This is an optimization exercise on Yosys and OpenROAD, whose aim is small area, not a production implementation. Only simulation tests tie the RTL to the original design; equivalence was not proved. Power is estimated from default activity; no workload was simulated. No driver is modelled on the clock port, so clocking that relies on it looks cheaper here than on a real chip.

[config.mk]
export PLATFORM = sky130hd
export DESIGN_NAME = rv32i_core
export DESIGN_NICKNAME = rv32i_core
export VERILOG_FILES = /design/flow/design.v
export SDC_FILE = /design/flow/constraint.sdc
export NUM_CORES = 4
export LEC_CHECK = 0
export ABC_AREA = 1
export CAP_MARGIN = 20
export CORE_MARGIN = 2
export CORE_UTILIZATION = 50
export PLACE_DENSITY = 0.65
export SLEW_MARGIN = 20
[standard.sh]
#!/bin/bash
# synth_recipe.tcl (not shown) runs the flow's synth.tcl, then flattens the netlist and writes it again
# the make line also repeats each setting of config.mk as NAME=value (left out here)
make -C /OpenROAD-flow-scripts/flow DESIGN_CONFIG=/design/flow/config.mk WORK_HOME=/design/flow/orfs CLKGATE_MAP_FILE= SYNTH_SCRIPT=/design/flow/synth_recipe.tcl "${@:-finish}"
[design.v]
`default_nettype none
package rv32_pkg;
    localparam logic [6:0] OPC_OP     = 7'b0110011;
    localparam logic [6:0] OPC_OP_IMM = 7'b0010011;
    localparam logic [6:0] OPC_LUI    = 7'b0110111;
    localparam logic [6:0] OPC_AUIPC  = 7'b0010111;
    localparam logic [6:0] OPC_BRANCH = 7'b1100011;
    localparam logic [6:0] OPC_JAL    = 7'b1101111;
    localparam logic [6:0] OPC_JALR   = 7'b1100111;
endpackage
`default_nettype wire
`timescale 1ns/1ns
`default_nettype none
module rv32i_core #(
    parameter logic [31:0] RESET_PC = '0
) (
    input  logic             clk,
    input  logic             rst,
    output logic [31:0]      imem_addr,
    input  logic [31:0]      imem_data,
    output logic             wb_valid,
    output logic [4:0]       wb_rd,
    output logic [31:0]      wb_data
);
    localparam logic [2:0] S_FETCH = 3'd0;   
    localparam logic [2:0] S_LD2   = 3'd1;   
    localparam logic [2:0] S_K0    = 3'd2;   
    localparam logic [2:0] S_K1    = 3'd3;
    localparam logic [2:0] S_K2    = 3'd4;
    localparam logic [2:0] S_K3    = 3'd5;
    localparam logic [2:0] S_CLR   = 3'd7;   
    logic [4:0] p;
    logic [2:0] st;
    logic       clr;
    logic       last;      
    assign last = &p;
    assign clr  = st == S_CLR;
    logic [31:0] ins;
    logic [2:0]  f3;
    logic [4:0]  rd;
    logic        is_op, is_opimm, is_lui, is_auipc, is_br, is_jal, is_jalr;
    logic        is_alu, is_shift, is_slt, is_jump, writes, rdnz, uses2;
    assign ins      = imem_data;
    assign f3       = ins[14:12];
    assign rd       = ins[11:7];
    assign is_op    = ins[6:0] == rv32_pkg::OPC_OP;
    assign is_opimm = ins[6:0] == rv32_pkg::OPC_OP_IMM;
    assign is_lui   = ins[6:0] == rv32_pkg::OPC_LUI;
    assign is_auipc = ins[6:0] == rv32_pkg::OPC_AUIPC;
    assign is_br    = ins[6:0] == rv32_pkg::OPC_BRANCH;
    assign is_jal   = ins[6:0] == rv32_pkg::OPC_JAL;
    assign is_jalr  = ins[6:0] == rv32_pkg::OPC_JALR;
    assign is_alu   = is_op || is_opimm;
    assign is_shift = is_alu && f3[1:0] == 2'b01;
    assign is_slt   = is_alu && f3[2:1] == 2'b01;
    assign is_jump  = is_jal || is_jalr;
    assign writes   = is_alu || is_lui || is_auipc || is_jump;
    assign rdnz     = rd != 5'd0;
    assign uses2    = is_op || is_br;
    logic f_ld2, f_exec, f_cmp, f_copy, f_shift, f_wb, f_npc;
    always_comb begin
        f_ld2   = 1'b0;
        f_exec  = 1'b0;
        f_cmp   = 1'b0;
        f_copy  = 1'b0;
        f_shift = 1'b0;
        f_wb    = 1'b0;
        f_npc   = 1'b0;
        if (!clr) begin
            f_ld2 = st == S_LD2;
            if (is_shift) begin
                f_copy  = st == S_K0;
                f_shift = st == S_K1;
                f_wb    = st == S_K2;
                f_npc   = st == S_K3;
            end else if (is_slt) begin
                f_cmp   = st == S_K0;
                f_exec  = st == S_K1;
                f_npc   = st == S_K2;
            end else if (is_br) begin
                f_cmp   = st == S_K0;
                f_npc   = st == S_K1;
            end else begin
                f_exec  = st == S_K0;
                f_npc   = st == S_K1;
            end
        end
    end
    always_ff @(posedge clk) begin
        if (rst) begin
            p   <= 5'd0;
            st  <= S_CLR;
        end else begin
            p <= p + 5'd1;
            if (last) begin
                if (clr || f_npc) st <= S_FETCH;
                else if (st == S_FETCH) st <= uses2 ? S_LD2 : S_K0;
                else st <= st + 3'd1;
            end
        end
    end
    logic [31:0] rbit;        
    logic        rd_we;       
    logic        rd_in;       
    logic [3:0]  wsel_hi;     
    logic [7:0]  wsel_lo;     
    assign rbit[0] = 1'b0;
    always_comb begin
        for (int i = 0; i < 4; i++) wsel_hi[i] = clr || (rd_we && rd[4:3] == i[1:0]);
        for (int i = 0; i < 8; i++) wsel_lo[i] = clr || rd[2:0] == i[2:0];
    end
    for (genvar r = 1; r < 32; r++) begin : g_reg
        logic [31:0] ring;
        always_ff @(posedge clk) begin
            ring <= {(wsel_hi[r / 8] && wsel_lo[r % 8]) ? (rd_in && !clr) : ring[0],
                     ring[31:1]};
        end
        assign rbit[r] = ring[0];
    end
    logic [4:0] sel;
    logic       ra;
    always_comb begin
        if (f_ld2) sel = ins[24:20];
        else if (f_wb) sel = rd;
        else sel = ins[19:15];
    end
    assign ra = rbit[sel];
    logic [13:2] pc;
    logic [31:0] pc_full;
    logic        pc_bit;
    logic        load;
    logic [31:0] bw;           
    logic        bw_in;
    logic [31:0] bw_next;
    assign pc_full   = {18'd0, pc, 2'b00};
    assign pc_bit    = pc_full[p];
    assign load      = (clr || f_npc) && last;
    assign bw_next   = {bw_in, bw[31:1]};
    assign imem_addr = pc_full;
    always_ff @(posedge clk) begin
        if (load) pc <= bw_next[13:2];
        bw <= bw_next;
    end
    logic fmt_i, fmt_u, fmt_b, fmt_j;
    logic imm;
    assign fmt_u = is_lui || is_auipc;
    assign fmt_b = is_br;
    assign fmt_j = is_jal;
    assign fmt_i = !(fmt_u || fmt_b || fmt_j);
    logic [3:0]  k_hi;
    logic        m_hi, m_mid, m_b;
    logic [1:0]  k_b;
    logic [15:0] ins_hi;
    logic [3:0]  ins_12, ins_16, ins_8;
    assign ins_hi = ins[31:16];
    assign ins_12 = ins[15:12];
    assign ins_16 = ins[19:16];
    assign ins_8  = ins[11:8];
    assign k_hi  = p[4] ? p[3:0] : {p[3] ^ p[2], !p[2], p[1:0]};
    assign m_hi  = ins_hi[k_hi];
    assign m_mid = p[2] ? ins_12[p[1:0]] : ins_16[p[1:0]];
    assign k_b   = {p[1] ~^ p[0], !p[0]};
    assign m_b   = ins_8[k_b];
    always_comb begin
        if (p == 5'd0) begin
            imm = fmt_i && m_hi;
        end else if (p <= 5'd4) begin
            imm = fmt_b ? m_b : (!fmt_u && m_hi);
        end else if (p <= 5'd10) begin
            imm = !fmt_u && m_hi;
        end else if (p == 5'd11) begin
            imm = fmt_b ? ins[7] : fmt_j ? ins[20] : (fmt_i && ins[31]);
        end else if (p <= 5'd19) begin
            imm = (fmt_u || fmt_j) ? m_mid : ins[31];
        end else if (p <= 5'd30) begin
            imm = fmt_u ? m_hi : ins[31];
        end else begin
            imm = ins[31];
        end
    end
    logic take;
    logic use_pc, use_four, sub;
    logic a, b, bx, cin, sum, cout;
    logic carry;
    logic cond;                
    assign take = is_jump || (is_br && cond);
    assign use_pc   = f_npc ? !(take && is_jalr) : (is_auipc || is_jump);
    assign use_four = f_npc ? !take : is_jump;
    assign sub      = f_cmp || (f_exec && is_op && f3 == 3'b000 && ins[30])
                      || (f_copy && !f3[2]);
    assign a    = use_pc ? pc_bit : (ra && !f_copy);
    assign b    = use_four ? (p == 5'd2) : (uses2 && !f_npc) ? bw[0] : imm;
    assign bx   = b ^ sub;
    assign cin  = (p == 5'd0) ? sub : carry;
    assign sum  = a ^ bx ^ cin;
    assign cout = (a & bx) | (a & cin) | (bx & cin);
    logic lt_s, lt_u, eq, cond_d;
    assign lt_u = !cout;
    assign lt_s = (a ^ b) ? a : !cout;
    assign eq   = !(cond || (a ^ b));
    always_comb begin
        case (f3)
            3'b000:  cond_d = is_br && eq;
            3'b001:  cond_d = is_br && !eq;
            3'b010:  cond_d = !is_br && lt_s;
            3'b011:  cond_d = !is_br && lt_u;
            3'b100:  cond_d = lt_s;
            3'b101:  cond_d = !lt_s;
            3'b110:  cond_d = lt_u;
            default: cond_d = !lt_u;
        endcase
    end
    always_ff @(posedge clk) begin
        carry <= cout;
        if (f_cmp) cond <= last ? cond_d : ((p != 5'd0 && cond) || (a ^ b));
        else if (last && f_copy) cond <= ra;
    end
    logic [4:0] tap;
    logic       left, arith;
    logic       in_range;    
    logic       valid;
    logic       shres;
    assign left   = !f3[2];
    assign arith  = ins[30];
    logic [5:0] cy;
    assign cy[0] = 1'b0;
    for (genvar i = 0; i < 5; i++) begin : g_cy
        assign cy[i + 1] = (p[i] && tap[i]) || (cy[i] && (p[i] || tap[i]));
    end
    assign in_range = !cy[5];
    assign valid  = left ? (!in_range || tap == 5'd0) : in_range;
    assign shres  = valid ? bw[tap] : (!left && arith && cond);
    always_ff @(posedge clk) begin
        if (f_copy && p < 5'd5) tap <= {sum, tap[4:1]};
    end
    logic res;
    always_comb begin
        if (is_lui) begin
            res = b;
        end else if (is_slt) begin
            res = (p == 5'd0) && cond;
        end else if (is_alu) begin
            case (f3)
                3'b100:  res = a ^ b;
                3'b110:  res = a | b;
                3'b111:  res = a & b;
                default: res = sum;
            endcase
        end else begin
            res = sum;
        end
    end
    always_comb begin
        rd_we = 1'b0;
        rd_in = res;
        bw_in = res;
        if (clr) begin
            bw_in = 1'b0;
        end else if (f_ld2) begin
            bw_in = ra;
        end else if (f_exec) begin
            rd_we = writes && !is_jalr;
        end else if (f_copy) begin
            bw_in = ra;
        end else if (f_shift) begin
            rd_we = 1'b1;
            rd_in = shres;
            bw_in = bw[0];
        end else if (f_wb) begin
            bw_in = ra;
        end else if (f_npc) begin
            rd_we = is_jalr;
            rd_in = bw[0];
            bw_in = sum;
        end
    end
    assign wb_valid = f_npc && p == 5'd0 && writes && rdnz;
    assign wb_rd    = rd;
    assign wb_data  = bw;
endmodule
`default_nettype wire
[constraint.sdc]
create_clock -name core_clock -period 8.5 [get_ports {clk}]
set_input_delay 1.7000 -clock core_clock [delete_from_list [all_inputs] [get_ports {clk}]]
set_output_delay 1.7000 -clock core_clock [all_outputs]
set_load 0.01 [all_outputs]
[flow/run.sh]
#!/bin/bash
# Standard layout with three changes:
#  - ABC maps for area only (map -a) instead of the buffering/sizing area script;
#    registers are mapped before ABC runs, so they are the standard synthesis's
#  - CTS builds large sink clusters of clkbuf_16 and adds no dummy loads
#  - ports are buffered with buf_1
set -euo pipefail
cp -r "$FLOW_HOME/scripts" ./myscripts
printf 'strash\ndch\nmap -a\nmfs2\nstrash\ndch\nmap -a\ntopo\n' > ./myscripts/abc_area.script
export CTS_ARGS="-sink_clustering_enable -repair_clock_nets -dont_use_dummy_load -sink_clustering_size 35 -sink_clustering_max_diameter 120 -buf_list {sky130_fd_sc_hd__clkbuf_16}"
export BUFFER_PORTS_ARGS="-buffer_cell sky130_fd_sc_hd__buf_1"
bash standard.sh finish SCRIPTS_DIR="$PWD/myscripts" > standard.log 2>&1
==> flow_summary.toml, run 1 <==
[outcome]
status = "timing/DRC/antenna clean"

[setup_path]
path_max_fanout = 31
cp-start-kind = "primary input"
required_ns = 8.93
cp_common_cell = "clkinv_1"
setup.worst_path.end_class = "flop"
criticalPathCategory = "primary input to flop"
crit_arrival_ns = 7.89
max_stage_delay_ns = 0.64
crit_slowest_cell = "fa_1"

[global_route]
grt_pass1_wl_um = 55700
grt_start_max_net_pins = 36
grt_pass1_vias = 10200
grt_use_total_pct = 14.4
antenna_found_initial = 5
overflow = 0

[cts]
cts-hold-fix-buffers = 0
cts_root_buffer = "clkbuf_16"
ctsResizeCount = 0
htreeDepth = 2
cts_buffers = 36
clock_latency_ns = 0.60
post_cts_buffers = 0
clkTransAtPathRegs_ns = 0.11
cts_tree = "built"
ctsLongestPathBuffers = 3
cts_sinks = 1051

[power_and_ir_drop]
switching_share_pct = 19.1
total_power_mw = 7.11
p_int_mw = 5.75
sequentialPowerShare_pct = 69.5
peakVddDrop_mv = 0.233
combPwrFrac_pct = 1.8
clkPwrFrac_pct = 28.7
power_density_mw_per_mm2 = 274
leakage_nw = 10.1
p_sw_mw = 1.36

[sta]
period_share_pct = 87.8
tightest_slew_ns = 1.10
tns_ns = 0
drv_slew = 0
worst_slack_ns = 1.04
fmaxAchievable_mhz = 134
finalCriticalPeriod_ns = 7.46
relSlewSlack_pct = 26.3
setup_viol = 0
finalHoldViolations = 0
fin_skew_ns = 0.0480
rsz0062_at_grt = "no"

[synthesis]
synth_warnings = 1
syn_inst = 1613
synth_edf_count = 18
synth_area_leader_cell = "dfxtp_1"
async_reset_ff_share_pct = 0
synth_top_cell_area_share_pct = 85.9
synth.area.top_cells = "dfxtp_1, nor2_1, edfxtp_1, o21ai_0, a21oi_1"
yosysUniqueCellTypes = 36
syn_area_mm2 = 0.0241
synthFlopType = "dfxtp_1"
ys_ff_latch = 1051
seq_area_frac_synth_pct = 88.2
avgSynthCellArea_um2 = 14.9

[detailed_routing]
detailroute.via_count = 10600
drt-wirelength-per-cell_um = 15.1
drc = 0
routed_via_density = 4.52
wirelength_um = 35500
firstDrtPassIters = 5
ant_nets = 0
drt_iter0_markers = 647

[floorplan]
start_util_pct = 50.5
io_pins = 104
core_mm2 = 0.0476
die-area_mm2 = 0.0499
die_w_um = 223
fp.dieH_um = 223
rows = 80

[placement]
gp_congestion = 0.869
dp_hpwl_um = 23700
post-place-ws_ns = 0.627
io_buffers = 83
detailed_place.area_mm2 = 0.0251

[worst_hold_path]
hp-class = "flop to flop"

[cells_and_area]
final_nets = 1781
drive_gt1_share_pct = 2.49
fin_area_mm2 = 0.0260
areaGrowthSynthToFinish_pct = 7.90
post-route-util_pct = 54.5

[job]
max-cap-violations = 0
kinds of logic after synthesis:
kind of cell               after synthesis  share of synthesized area, %
adders and majority gates               15                         0.811
and+or+nand+nor                        249                          4.12
other                                    1                        0.0156
DFF                                   1051                          88.2
AOI/OAI and AO/OA                      199                          4.87
xor gates and xnor gates                 3                         0.109
buffers and inverters                   95                          1.87
registers in the layout (all words and copies together), names as in the netlist:
register	cells
st	3
g.ring	992
tap	5
bw	32
cond	1
pc	12
carry	1
p	5
cell usage after synthesis, drive strengths merged (14+ instances only):
library cell,instances
a21oi,62
a31oi,22
buf,25
clkinv,70
dfxtp,1033
edfxtp,18
ha,14
nand2,46
nand3,17
nor2,165
nor3,14
o21ai,67
worst max-delay path: cells and delay by family:
kind	cells	cell delay, ns
buffers and inverters	12	1.99
AO/OA/AOI/OAI	9	1.58
adder cells (fa/ha/maj)	1	0.64
AND/OR/NAND/NOR	14	1.96
per-stage QoR:
step	instances	hold slack [ns]
after global placement	2308	0.310
final	2348	0.277
after floorplan	1632	0.310
after CTS	2345	0.281
after detailed placement	2309	0.312
after global routing	2347	0.281
power by group through the flow:
| stage | clock network (mW) | registers (mW) | logic [mW] |
|---|---|---|---|
| 2_1_floorplan | 0 | 5.05 | 0.0932 |
| 6_report | 2.04 | 4.94 | 0.128 |
| 5_1_grt | 2.30 | 4.94 | 0.143 |
| 4_1_cts | 2.13 | 4.94 | 0.126 |
| 3_3_place_gp | 0 | 5.05 | 0.125 |
| 3_5_place_dp | 0 | 5.05 | 0.125 |
path summary, 6_finish.rpt:
| path | start | end | slack [ns] | cells after the start |
|---|---|---|---|---|
| setup / recovery | imem_data[4] | g_reg[23].ring[31] | 1.04 | 36 |
| hold / removal | g_reg[29].ring[22] | g_reg[29].ring[21] | 0.28 | 0 |
| setup reg to reg | st[0] | g_reg[23].ring[31] | 2.11 | 30 |
| hold reg to reg | g_reg[29].ring[22] | g_reg[29].ring[21] | 0.28 | 0 |
final cells by class:
class,instances,area (µm²)
Inverter,70,263
Timing Repair Buffer,87,339
Multi-Input combinational cell,486,2460
Fill cell,3931,21700
Clock buffer,36,901
Antenna cell,3,7.51
Tap cell,615,769
Sequential cell,1051,21200
layer usage:
layer	vias up	GRT usage (%)	share of wire [%]
met5	-	0	0
met4	0	5.40	3.0
met3	62	2.46	4.3
met2	212	20.5	41
met1	4975	21.9	52
li1	5365	-	-
cells in the final DEF, fill, tap and decap left out, types with 2 or more instances in the layout:
cell type / instances
ha_1: 14
o211ai_1: 7
a31oi_1: 22
a21oi_1: 62
conb_1: 20
o2111ai_1: 4
nand2_1: 46
a22oi_1: 6
dfxtp_1: 1033
clkinv_1: 70
buf_1: 83
xor2_1: 2
o21ai_0: 67
nand4_1: 5
a221oi_1: 5
nor2_1: 165
diode_2: 3
buf_4: 3
edfxtp_1: 18
o31ai_1: 2
nand3_1: 17
nor3_1: 14
o22ai_1: 5
o221ai_1: 9
clkbuf_16: 36
==> run 2: changes to the inputs <==
--- a/flow/run.sh
+++ b/flow/run.sh
@@ -9,3 +9,3 @@
 printf 'strash\ndch\nmap -a\nmfs2\nstrash\ndch\nmap -a\ntopo\n' > ./myscripts/abc_area.script
-export CTS_ARGS="-sink_clustering_enable -repair_clock_nets -dont_use_dummy_load -sink_clustering_size 35 -sink_clustering_max_diameter 120 -buf_list {sky130_fd_sc_hd__clkbuf_16}"
+export CTS_ARGS="-sink_clustering_enable -repair_clock_nets -dont_use_dummy_load -sink_clustering_size 37 -sink_clustering_max_diameter 90 -buf_list {sky130_fd_sc_hd__clkbuf_16}"
 export BUFFER_PORTS_ARGS="-buffer_cell sky130_fd_sc_hd__buf_1"
--- a/config.mk
+++ b/config.mk
@@ -10,4 +10,4 @@
 export CORE_MARGIN = 2
-export CORE_UTILIZATION = 50
-export PLACE_DENSITY = 0.65
+export CORE_UTILIZATION = 55
+export PLACE_DENSITY = 0.7
 export SLEW_MARGIN = 20
==> flow_summary.toml, run 2 <==
[detailed_routing]
drc = 0
drt_iter0_markers = 607
wirelength_um = 36800
firstDrtPassIters = 5
routed_via_density = 4.57
drt-wirelength-per-cell_um = 15.9
detailroute.via_count = 10600
ant_nets = 0

[power_and_ir_drop]
power_density_mw_per_mm2 = 274
leakage_nw = 10.1
peakVddDrop_mv = 0.237

[cts]
cts_tree = "built"
cts-hold-fix-buffers = 0
clock_latency_ns = 0.60
ctsLongestPathBuffers = 3
cts_root_buffer = "clkbuf_16"
clkTransAtPathRegs_ns = 0.12
ctsResizeCount = 0
cts_sinks = 1051
post_cts_buffers = 0
htreeDepth = 2
cts_buffers = 35

[job]
max-cap-violations = 0

[global_route]
overflow = 0
grt_use_total_pct = 16.4
grt_pass1_vias = 10300
grt_pass1_wl_um = 57000
grt_start_max_net_pins = 38
antenna_found_initial = 6

[placement]
dp_hpwl_um = 23600
io_buffers = 83
post-place-ws_ns = 0.872
gp_congestion = 0.850
dp.cells = 2279

[cells_and_area]
fill_cells = 3339
regMostFlops = "g.ring"
final_cell_mix = "dfxtp_1, nor2_1, buf_1"
mostFrequentLayoutCell = "dfxtp_1"
final_cells = 2316
final_nets = 1780
drive_gt1_share_pct = 2.43
areaGrowthSynthToFinish_pct = 7.64
largest_reg_flops = 992
reg.largest.list = "g.ring (992), bw (32), pc (12)"

[synthesis]
synth_top_cells_by_count = "dfxtp_1, nor2_1, clkinv_1, o21ai_0, a21oi_1"
synth_warnings = 1
seq_area_frac_synth_pct = 88.2
synth_top_cell_area_share_pct = 85.9
yosysMostFrequentCell = "dfxtp_1"
syn_area_mm2 = 0.0241
ys_ff_latch = 1051
avgSynthCellArea_um2 = 14.9
syn_inst = 1613
async_reset_ff_share_pct = 0
synthFlopType = "dfxtp_1"
yosysUniqueCellTypes = 36
synth_edf_count = 18
synth_area_leader_cell = "dfxtp_1"
synth.area.top_cells = "dfxtp_1, nor2_1, edfxtp_1, o21ai_0, a21oi_1"

[floorplan]
fp.dieH_um = 213
die_w_um = 213
io_pins = 104
core_mm2 = 0.0432
die-area_mm2 = 0.0454
start_util_pct = 55.7
rows = 76

[setup_path]
max_stage_delay_ns = 0.64
ff2ff_setup_slack_ns = 2.37
crit_arrival_ns = 7.62
endpoint = "g_reg[25].ring[31]"
cp-start-kind = "primary input"
crit_start = "imem_data[3]"
rr_worst_depth = 26
path_max_fanout = 31
regToRegStartpoint = "p[0]"
r2r-end = "g_reg[25].ring[31]"
criticalPathCategory = "primary input to flop"
setup.worst_path.end_class = "flop"
crit_slowest_cell = "fa_1"
required_ns = 8.90

[sta]
relSlewSlack_pct = 22.3
rsz0062_at_grt = "no"
drv_slew = 0
fmaxAchievable_mhz = 139
fin_skew_ns = 0.0622
finalCriticalPeriod_ns = 7.22
finalHoldViolations = 0
setup_viol = 0
worst_slack_ns = 1.28
tightest_slew_ns = 1.16
tns_ns = 0
period_share_pct = 84.9

[outcome]
status = "timing/DRC/antenna clean"

[worst_hold_path]
hp-class = "flop to flop"
==> run 2: cell types whose count changed in the layout (fill, tap and decap cells not counted) <==
cell	before	now
diode_2	3	2
o21ai_0	67	66
buf_2	1	0
buf_4	3	4
clkbuf_16	36	35
o21ai_1	0	1
==> run 2: final cells by class <==
class / count / area, µm² / share of cell area, %
Sequential cell: 1051 / 21200 / 81.9
Multi-Input combinational cell: 486 / 2460 / 9.50
Clock buffer: 35 / 876 / 3.38
Tap cell: 585 / 732 / 2.83
Timing Repair Buffer: 87 / 342 / 1.32
Inverter: 70 / 263 / 1.01
Antenna cell: 2 / 5.00 / 0.0193
==> run 2: how the worst min path moves through the flow <==
stage | start | slack, ns | depth (start not counted) | to
after floorplan | g_reg[10].ring[1] | 0.31 | 0 | g_reg[10].ring[0]
after global placement | g_reg[30].ring[4] | 0.31 | 0 | g_reg[30].ring[3]
after detailed placement | g_reg[10].ring[11] | 0.31 | 0 | g_reg[10].ring[10]
after CTS | g_reg[15].ring[3] | 0.31 | 0 | g_reg[15].ring[2]
after global routing | g_reg[15].ring[3] | 0.31 | 0 | g_reg[15].ring[2]
final | g_reg[15].ring[3] | 0.31 | 0 | g_reg[15].ring[2]
==> run 2: through the flow <==
step	instance area [µm²]	util [%]	total power, mW	hold WS, ns
after floorplan	24100	-	5.15	0.310
after global placement	25000	57.9	5.18	0.310
after detailed placement	25000	57.9	5.18	0.312
after CTS	25900	60.0	7.18	0.306
after global routing	25900	60.0	7.35	0.312
final	25900	60.0	7.10	0.310
==> run 2: power breakdown <==
group | internal, mW | switching (mW)
Sequential | 4.94 | 0.00354
Combinational | 0.0415 | 0.0876
Clock | 0.754 | 1.28
Total | 5.73 | 1.37
==> run 2: cells by family after synthesis <==
| group | after synthesis | synth area share (%) |
|---|---|---|
| other cells | 1 | 0.0156 |
| xor+xnor | 3 | 0.109 |
| fa+ha+maj | 15 | 0.811 |
| simple gates | 249 | 4.12 |
| flops | 1051 | 88.2 |
| buf+inv | 95 | 1.87 |
| compound gates | 199 | 4.87 |
==> run 2: worst max-delay path: cells and delay by family <==
family	cells	cell delay, ns
compound gates	9	1.69
buf+inv	11	1.91
fa+ha+maj	1	0.64
simple gates	15	1.66
==> run 2: per-layer routing <==
metal	track usage, %	vias to the layer above	part of all wire, %
li1	-	5366	-
met5	0	-	0
met1	25.0	5012	52
met4	6.30	0	2.9
met3	2.47	61	3.5
met2	23.7	156	42

## afterwards: timing with drivers on the ports
No port has a modelled driver above. Below, the same layouts with a new extraction and two added sets of constraints.
Step 1: set_driving_cell puts a clkbuf_16 on clk and a buf_2 on each other input, an assumption about the parent block.
Step 2 also shifts input and output timing later by t, the mid clock arrival at the registers, as if the neighbouring blocks saw the same clock.
Three values: no drivers, after step 1, after step 2; two values: the first two.
run | t (ns) | setup slack, ns | worst slew at a driven data input, ns | cell pins on the clock port's net
run 1 | 0.625 | 1.040 / 1.070 / 0.444 | 0.08 | 1
run 2 | 0.616 | 1.281 / 1.288 / 0.672 | 0.08 | 1
After both steps setup and hold are still met in every run listed. The setup slack of run 2, which loses most, moves by +0.007 ns with the drivers and by -0.609 ns with both steps.
